Context: an optimization exercise on an open-source flow, tuned for small area, a short achievable clock period and few clock cycles per item. The choices shown serve that exercise and are no tape-out recipe.
In this exercise RTL edits were held to simulation tests only and were not proved equivalent to the original.
No activity file was given, so power comes from the tool's default toggle rates.

==> flow/design.v <==
package spca_pkg;
  localparam int SLOT_W = 4;
  localparam int IDX_W = 6;
  localparam int HANDLE_W = 10;
  localparam int CNT_W = 7;
  localparam int NSLOT_W = 5;
  localparam logic [NSLOT_W-1:0] NONE_SLOT = 5'd16;
  localparam logic CMD_ALLOC = 1'b0;
  localparam logic CMD_FREE = 1'b1;
  localparam logic STATUS_OK = 1'b0;
  localparam logic STATUS_FULL = 1'b1;
  localparam logic [0:0] REG_CHUNKS = 1'b0;
  localparam logic [0:0] REG_LEVEL = 1'b1;
  typedef struct packed {
    logic cmd;
    logic [HANDLE_W-1:0] handle;
  } in_item_t;
  typedef struct packed {
    logic status;
    logic [HANDLE_W-1:0] alloc_handle;
  } out_item_t;
endpackage
import spca_pkg::*;
module spca_link_mem (
  input  logic clk,
  input  logic we,
  input  logic [spca_pkg::HANDLE_W-1:0] waddr,
  input  logic [spca_pkg::IDX_W-1:0] wdata,
  input  logic [spca_pkg::HANDLE_W-1:0] raddr,
  output logic [spca_pkg::IDX_W-1:0] rdata
);
  logic [IDX_W-1:0] mem [0:(1<<HANDLE_W)-1];
  always_ff @(posedge clk) begin
    if (we) begin
      mem[waddr] <= wdata;
    end
  end
  assign rdata = mem[raddr];
endmodule
import spca_pkg::*;
module slab_pool_chunk_allocator_unit (
  input  logic clk,
  input  logic rst_n,
  input  logic in_start,
  output logic in_busy,
  input  spca_pkg::in_item_t in_data,
  output logic out_strobe,
  output spca_pkg::out_item_t out_data,
  input  logic cfg_psel,
  input  logic cfg_penable,
  input  logic cfg_pwrite,
  input  logic [2:0] cfg_paddr,
  input  logic [31:0] cfg_pwdata,
  output logic [31:0] cfg_prdata,
  output logic cfg_pready
);
  localparam int NB = 16;
  logic [6:0] cpb_r;
  logic [5:0] lvl_r;
  logic [IDX_W-1:0] top_r [0:NB-1];
  logic [CNT_W-1:0] frd_r [0:NB-1];
  logic [CNT_W-1:0] unt_r [0:NB-1];
  logic [CNT_W-1:0] used_r [0:NB-1];
  logic [NSLOT_W-1:0] nxt_r [0:NB-1];
  logic [NSLOT_W-1:0] prv_r [0:NB-1];
  logic [NB-1:0] busy_r;
  logic [NSLOT_W-1:0] head_r, tail_r;
  logic [NSLOT_W-1:0] live_r;
  logic v_r;
  spca_pkg::in_item_t req_r;
  logic [CNT_W-1:0] eff;
  always_comb begin
    if (cpb_r == 7'd0) eff = 7'd1;
    else if (cpb_r > 7'd64) eff = 7'd64;
    else eff = cpb_r;
  end
  function automatic logic exh(input logic [CNT_W-1:0] u, f, t, e);
    exh = (u >= e) || (f == '0 && t == '0);
  endfunction
  logic [SLOT_W-1:0] hs;
  logic need_claim;
  logic [SLOT_W-1:0] low_free;
  logic any_free;
  assign hs = head_r[SLOT_W-1:0];
  always_comb begin
    low_free = '0;
    any_free = 1'b0;
    for (int i = NB-1; i >= 0; i--) begin
      if (!busy_r[i]) begin
        low_free = SLOT_W'(i);
        any_free = 1'b1;
      end
    end
    need_claim = head_r[NSLOT_W-1] || exh(used_r[hs], frd_r[hs], unt_r[hs], eff);
  end
  assign in_busy = 1'b0;
  logic lwe;
  logic [HANDLE_W-1:0] lwa, lra;
  logic [IDX_W-1:0] lwd, lrd;
  assign lra = {hs, top_r[hs]};
  spca_link_mem u_link (.clk(clk), .we(lwe), .waddr(lwa), .wdata(lwd),
                        .raddr(lra), .rdata(lrd));
  wire [SLOT_W-1:0] fs = req_r.handle[HANDLE_W-1:IDX_W];
  wire [IDX_W-1:0] fi = req_r.handle[IDX_W-1:0];
  assign lwe = v_r && req_r.cmd == CMD_FREE && busy_r[fs] && used_r[fs] != '0;
  assign lwa = req_r.handle;
  assign lwd = top_r[fs];
  always_ff @(posedge clk) begin
    if (!rst_n) begin
      cpb_r <= 7'd64;
      lvl_r <= 6'd47;
      busy_r <= '0;
      head_r <= NONE_SLOT;
      tail_r <= NONE_SLOT;
      live_r <= '0;
      v_r <= 1'b0;
      out_strobe <= 1'b0;
      for (int i = 0; i < NB; i++) begin
        frd_r[i] <= '0;
        unt_r[i] <= '0;
        used_r[i] <= '0;
      end
    end else begin
      out_strobe <= v_r;
      if (cfg_psel && cfg_penable && cfg_pwrite) begin
        if (cfg_paddr[2] == REG_CHUNKS) cpb_r <= cfg_pwdata[6:0];
        else lvl_r <= cfg_pwdata[5:0];
      end
      v_r <= in_start;
      if (in_start) req_r <= in_data;
      if (v_r) begin : exec
        logic [SLOT_W-1:0] s;
        logic [NSLOT_W-1:0] hd, tl, lv, nh, nx, pv, s5;
        logic [CNT_W-1:0] f, t, u;
        logic [IDX_W-1:0] idx;
        logic mv;
        spca_pkg::out_item_t o;
        hd = head_r; tl = tail_r; lv = live_r;
        o = '0;
        if (req_r.cmd == CMD_ALLOC) begin
          s = need_claim ? low_free : hs;
          s5 = {1'b0, s};
          if (need_claim && !any_free) begin
            o.status = STATUS_FULL;
          end else begin
            if (need_claim) begin
              busy_r[s] <= 1'b1;
              f = '0; t = eff; u = '0;
              if (lv == '0) tl = s5;
              lv = lv + 1'b1;
              pv = NONE_SLOT;
              nx = hd;
              nh = hd;
              hd = s5;
            end else begin
              f = frd_r[hs]; t = unt_r[hs]; u = used_r[hs];
              pv = prv_r[hs];
              nx = nxt_r[hs];
              nh = nx;
            end
            if (f != '0) begin
              idx = top_r[hs];
              top_r[s] <= lrd;
              f = f - 1'b1;
            end else begin
              t = t - 1'b1;
              idx = t[IDX_W-1:0];
            end
            u = u + 1'b1;
            frd_r[s] <= f; unt_r[s] <= t; used_r[s] <= u;
            o.alloc_handle = {s, idx};
            mv = exh(u, f, t, eff) && lv > 5'd1;
            if (mv) begin
              pv = tl;
              if (!tl[NSLOT_W-1]) nxt_r[tl[SLOT_W-1:0]] <= s5;
              tl = s5;
              hd = nh;
              nx = NONE_SLOT;
              if (!nh[NSLOT_W-1]) prv_r[nh[SLOT_W-1:0]] <= NONE_SLOT;
            end else if (need_claim && live_r != '0 && !nh[NSLOT_W-1]) begin
              prv_r[nh[SLOT_W-1:0]] <= s5;
            end
            prv_r[s] <= pv;
            nxt_r[s] <= nx;
          end
        end else if (lwe) begin
          s = fs;
          s5 = {1'b0, s};
          u = used_r[s] - 1'b1;
          top_r[s] <= fi;
          frd_r[s] <= frd_r[s] + 1'b1;
          used_r[s] <= u;
          if (s5 != hd && (u == '0 || u == {1'b0, lvl_r})) begin
            nx = nxt_r[s]; pv = prv_r[s];
            if (s5 == tl) tl = pv;
            else if (!nx[NSLOT_W-1]) prv_r[nx[SLOT_W-1:0]] <= pv;
            if (!pv[NSLOT_W-1]) nxt_r[pv[SLOT_W-1:0]] <= nx;
            if (u == '0) begin
              busy_r[s] <= 1'b0;
              if (lv != '0) lv = lv - 1'b1;
            end else begin
              prv_r[s] <= NONE_SLOT;
              if (!hd[NSLOT_W-1]) prv_r[hd[SLOT_W-1:0]] <= s5;
              nxt_r[s] <= hd;
              hd = s5;
            end
          end
        end
        out_data <= o;
        head_r <= hd; tail_r <= tl; live_r <= lv;
      end
    end
  end
  assign cfg_pready = 1'b1;
  assign cfg_prdata = (cfg_paddr[2] == REG_CHUNKS) ? {25'd0, cpb_r} : {26'd0, lvl_r};
endmodule
==> flow/run.sh <==
#!/bin/bash
# synth_recipe.tcl (not shown) runs the flow's synth.tcl, then flattens the netlist and writes it again
# the make line also repeats each setting of config.mk as NAME=value (left out here)
make -C /OpenROAD-flow-scripts/flow DESIGN_CONFIG=/design/flow/config.mk WORK_HOME=/design/flow/orfs CLKGATE_MAP_FILE= SYNTH_SCRIPT=/design/flow/synth_recipe.tcl finish
==> flow/config.mk <==
export PLATFORM = sky130hd
export DESIGN_NAME = slab_pool_chunk_allocator_unit
export DESIGN_NICKNAME = slab_pool_chunk_allocator_unit
export VERILOG_FILES = /design/flow/design.v
export SDC_FILE = /design/flow/constraint.sdc
export NUM_CORES = 8
export LEC_CHECK = 0
export CAP_MARGIN = 20
export CORE_MARGIN = 2
export CORE_UTILIZATION = 45
export SLEW_MARGIN = 20
export SYNTH_MEMORY_MAX_BITS = 8192
==> flow/constraint.sdc <==
create_clock -name core_clock -period 12.0 [get_ports {clk}]
set_input_delay 2.4000 -clock core_clock [delete_from_list [all_inputs] [get_ports {clk}]]
set_output_delay 2.4000 -clock core_clock [all_outputs]
set_load 0.01 [all_outputs]
==> impl_metrics.env <==
export IMPL_status="no timing/DRC/antenna violations"
export IMPL_io_buffers=43
export IMPL_netlist_instances=17900
export IMPL_ys_ff_latch=6812
export IMPL_reg2reg_to="nxt_r[4][1]"
export IMPL_cts_hold_buf=0
export IMPL_worstPathCellList="buf_12 > mux4_2 > mux4_2 > inv_1 > ha_1 > nand2b_1 > a21o_1 > a21oi_1 > o21a_1 > o21ai_2 > mux2i_1 > ha_1 > o21ai_0 > nor2_1 > nand4_1 > xnor2_1 > mux2i_1 > buf_4 > nor3b_1 > a31oi_4 > buf_4 > nor2_1 > nor2_1 > o31ai_1"
export IMPL_route_detailed_drc=0
export IMPL_critPathCapture="nxt_r[4][1]"
export IMPL_whs_ns=0.519
export IMPL_slowest_stage="o31ai_1"
export IMPL_r2r_slack_ns=2.52
export IMPL_synth_edff_count=6742
export IMPL_seq_area_frac_synth=0.729
export IMPL_dp_cells=25500
export IMPL_die_h_um=792
export IMPL_synthSimpleGateAreaFrac=0.0863
export IMPL_grt_pass1_wl_um=1390000
export IMPL_synth_top_family_by_area="multiplexers"
export IMPL_hold_violations=0
export IMPL_cp_depth=24
export IMPL_htreeDepth=6
export IMPL_dp_hpwl_um=636000
export IMPL_clk_pin_slew_ns=0.06
export IMPL_final_cell_mix="edfxtp_1 (6742), nand2_1 (2674), nor2_1 (1693), mux4_2 (968), mux2i_1 (843)"
export IMPL_die_x_um=792
export IMPL_maxSlewViolCount=0
export IMPL_core_um2=619000
export IMPL_synthXorXnorAreaFrac=0.00151
export IMPL_fin_cells=27000
export IMPL_routedWlPerCell_um=38.1
export IMPL_ctsResizeCount=0
export IMPL_setup_viol=0
export IMPL_die_area_um2=628000
export IMPL_max_freq_mhz=105
export IMPL_yosysUniqueCellTypes=108
export IMPL_post_cts_buffers=0
export IMPL_cts_buffers=702
export IMPL_critPathLaunchType="flop"
export IMPL_min_path_type="flop to flop"
export IMPL_period_share=0.790
export IMPL_grt_usage=0.320
export IMPL_rsz0062_at_grt="false"
export IMPL_grt_pass1_vias=164000
export IMPL_finalSetupTns_ns=0
export IMPL_cts_root_buf="clkbuf_16"
export IMPL_arrival_ns=10.29
export IMPL_final_nets=18000
export IMPL_reg2reg_depth=24
export IMPL_ant_nets=0
export IMPL_synthFlopType="edfxtp_1"
export IMPL_cts_tree="built"
export IMPL_syn_cell_area_um2=280000
export IMPL_cap_viol_max_count=0
export IMPL_gp_congestion=0.947
export IMPL_worstSetupPathType="flop to flop"
export IMPL_grt_max_degree=213
export IMPL_synth_compound_area_frac=0.0506
export IMPL_slew_headroom=0.0289
export IMPL_place_area_um2=291000
export IMPL_initial_core_util=0.452
export IMPL_peakVddDrop_v=0.000169
export IMPL_finClkSkew_ns=0.0811
export IMPL_firstDrtPassIters=10
export IMPL_fin_util=0.507
export IMPL_synthAdderAreaFrac=0.00148
export IMPL_ys_async_sr_fraction=0
export IMPL_std_cell_rows=289
export IMPL_n_fill_cell=51000
export IMPL_via_per_inst=6.64
export IMPL_grt_ovfl_total=0
export IMPL_critPathRequiredTime_ns=12.80
export IMPL_cts_sinks=6812
export IMPL_syn_avg_cell_area_um2=15.6
export IMPL_worstSetupEndpointType="flop"
export IMPL_final_area_um2=314000
export IMPL_drive_gt1_frac=0.149
export IMPL_yosysWarnings=2
export IMPL_cp_num_buf_inv=4
export IMPL_final_common_cell="edfxtp_1"
export IMPL_worst_pin_slew_ns=1.44
export IMPL_synth_mux_area_frac=0.110
export IMPL_period_minus_slack_ns=9.48
export IMPL_cpLargestDelayFamily="compound AO/OA/AOI/OAI gates"
export IMPL_dr_first_iter_drc_count=32800
export IMPL_max_stage_delay_ns=1.03
export IMPL_p_per_area_nw_per_um2=178
export IMPL_p_leak_nw=101
export IMPL_clk_path_buf_depth=4
export IMPL_cpMostUsedCell="nor2_1"
export IMPL_io_pins=98
export IMPL_syn_to_final_growth_pct=12.4
export IMPL_insertion_delay_ns=1.20
export IMPL_antenna_found_initial=144
export IMPL_wl_um=1030000
export IMPL_num_vias=179000
export IMPL_crit_fanout=87
[worst reg2reg max path: stages, from the launching register on]
cell and delay (ns):
dfxtp_4 0.87, buf_12 0.69, mux4_2 0.63, mux4_2 0.46
inv_1 0.14, ha_1 0.25, nand2b_1 0.14, a21o_1 0.17
a21oi_1 0.24, o21a_1 0.62, o21ai_2 0.40, mux2i_1 0.37
ha_1 0.39, o21ai_0 0.26, nor2_1 0.27, nand4_1 0.15
xnor2_1 0.16, mux2i_1 0.15, buf_4 0.27, nor3b_1 0.54
a31oi_4 0.15, buf_4 0.31, nor2_1 0.25, nor2_1 0.21
o31ai_1 1.03
[metrics by stage]
| step | total power (W) | worst slack, ns |
|---|---|---|
| 2_1_floorplan | 0.0318 | 0.482 |
| 6_report | 0.0560 | 2.52 |
| 4_1_cts | 0.0557 | 2.46 |
| 3_5_place_dp | 0.0347 | 2.46 |
| 5_1_grt | 0.0570 | 1.91 |
| 3_3_place_gp | 0.0346 | 2.53 |
[where the power goes]
| group | total [W] | internal, W | switching (W) |
|---|---|---|---|
| sequential | 0.0272 | 0.0271 | 0.0000637 |
| clock | 0.0215 | 0.0119 | 0.00963 |
| combinational | 0.00733 | 0.00176 | 0.00557 |
| total | 0.0560 | 0.0408 | 0.0153 |
[cell type report]
cell class / count / area [um^2] / share of cell area
flip-flops and latches: 6812 / 204000 / 0.649
multi-input cells: 9783 / 71200 / 0.227
clock buffers: 883 / 18400 / 0.0584
well taps: 8293 / 10400 / 0.0330
repair buffers: 615 / 5690 / 0.0181
clock inverters: 383 / 3900 / 0.0124
diodes: 213 / 533 / 0.00170
inverters: 44 / 168 / 0.000534
[logic make-up (layout without fill, tap and decap cells)]
logic type / Yosys count / in the layout
buffers and inverters: 1306 / 1925
muxes: 1855 / 1855
xor gates and xnor gates: 45 / 45
AOI/OAI and AO/OA: 2037 / 2037
other: 2 / 240
DFF: 6812 / 6812
and+or+nand+nor: 5786 / 5786
adders and majority gates: 33 / 33
[metal layers]
layer  GRT usage  vias up  part of all wire
li1            -    69900                 -
met1       0.414    91400              0.35
met2       0.464    15000              0.44
met3       0.109     2952              0.14
met4       0.203       60             0.070
met5     0.00416        -           0.00081
[flip-flops by register name (all words and copies together) (netlist names), 11 cells and up, named ones only]
signal      flops
u_link.mem   6144
frd_r         112
unt_r         112
used_r        112
top_r          96
nxt_r          80
prv_r          80
busy_r         16
out_data       11
req_r          11
[synth_stat cells (all sizes together), types with 147 or more instances]
library cell | n | share of area
edfxtp | 6742 | 0.72
nand2 | 2744 | 0.037
nor2 | 1770 | 0.024
mux4 | 979 | 0.079
mux2i | 851 | 0.030
nand3 | 683 | 0.012
buf | 633 | 0.012
clkbuf | 629 | 0.0084
a21oi | 478 | 0.0086
a31oi | 235 | 0.0053
o21ai | 232 | 0.0042
nand4 | 179 | 0.0040
a32oi | 170 | 0.0053
o221ai | 156 | 0.0049
o22ai | 147 | 0.0033
[worst min-delay path by stage]
stage / from / to / slack (ns) / cells after the start
3_5_place_dp: tail_r[4] / tail_r[4] / 0.51 / 2
6_report: busy_r[10] / busy_r[10] / 0.52 / 2
4_1_cts: tail_r[4] / tail_r[4] / 0.52 / 2
3_3_place_gp: busy_r[10] / busy_r[10] / 0.49 / 2
5_1_grt: cpb_r[4] / cpb_r[4] / 0.56 / 2
2_1_floorplan: cpb_r[0] / cpb_r[0] / 0.45 / 2
Testbench counts, summed over its fixed seeds: cycles 12,016, items 12,000.

==> what the ideal ports hide <==
Ports are ideal in the flow. The routed layout listed here was re-timed in OpenROAD.
Step 1: set_driving_cell puts a clkbuf_16 on clk and a buf_2 on each other input, an assumption about the parent block.
Step 2 moves the port delays by t, midway between the first and last clock arrival at a register: inputs arrive t later, outputs are due t later. That takes back most of the time a late clock gives input paths.
Slacks: no drivers / after step 1 / after step 2; pairs: no drivers / after step 1.
t (ns): 1.301
setup slack, ns: 2.516 / 2.516 / 2.516
worst setup path after step 2: register to register
latest minus earliest clock arrival (ns): 0.081 / 0.082
slew at the worst register clock pin (ns): 0.07 / 0.07
After both steps setup and hold are still met in this run. The setup slack of this run moves by 0.000 ns with the drivers and by 0.000 ns with both steps.
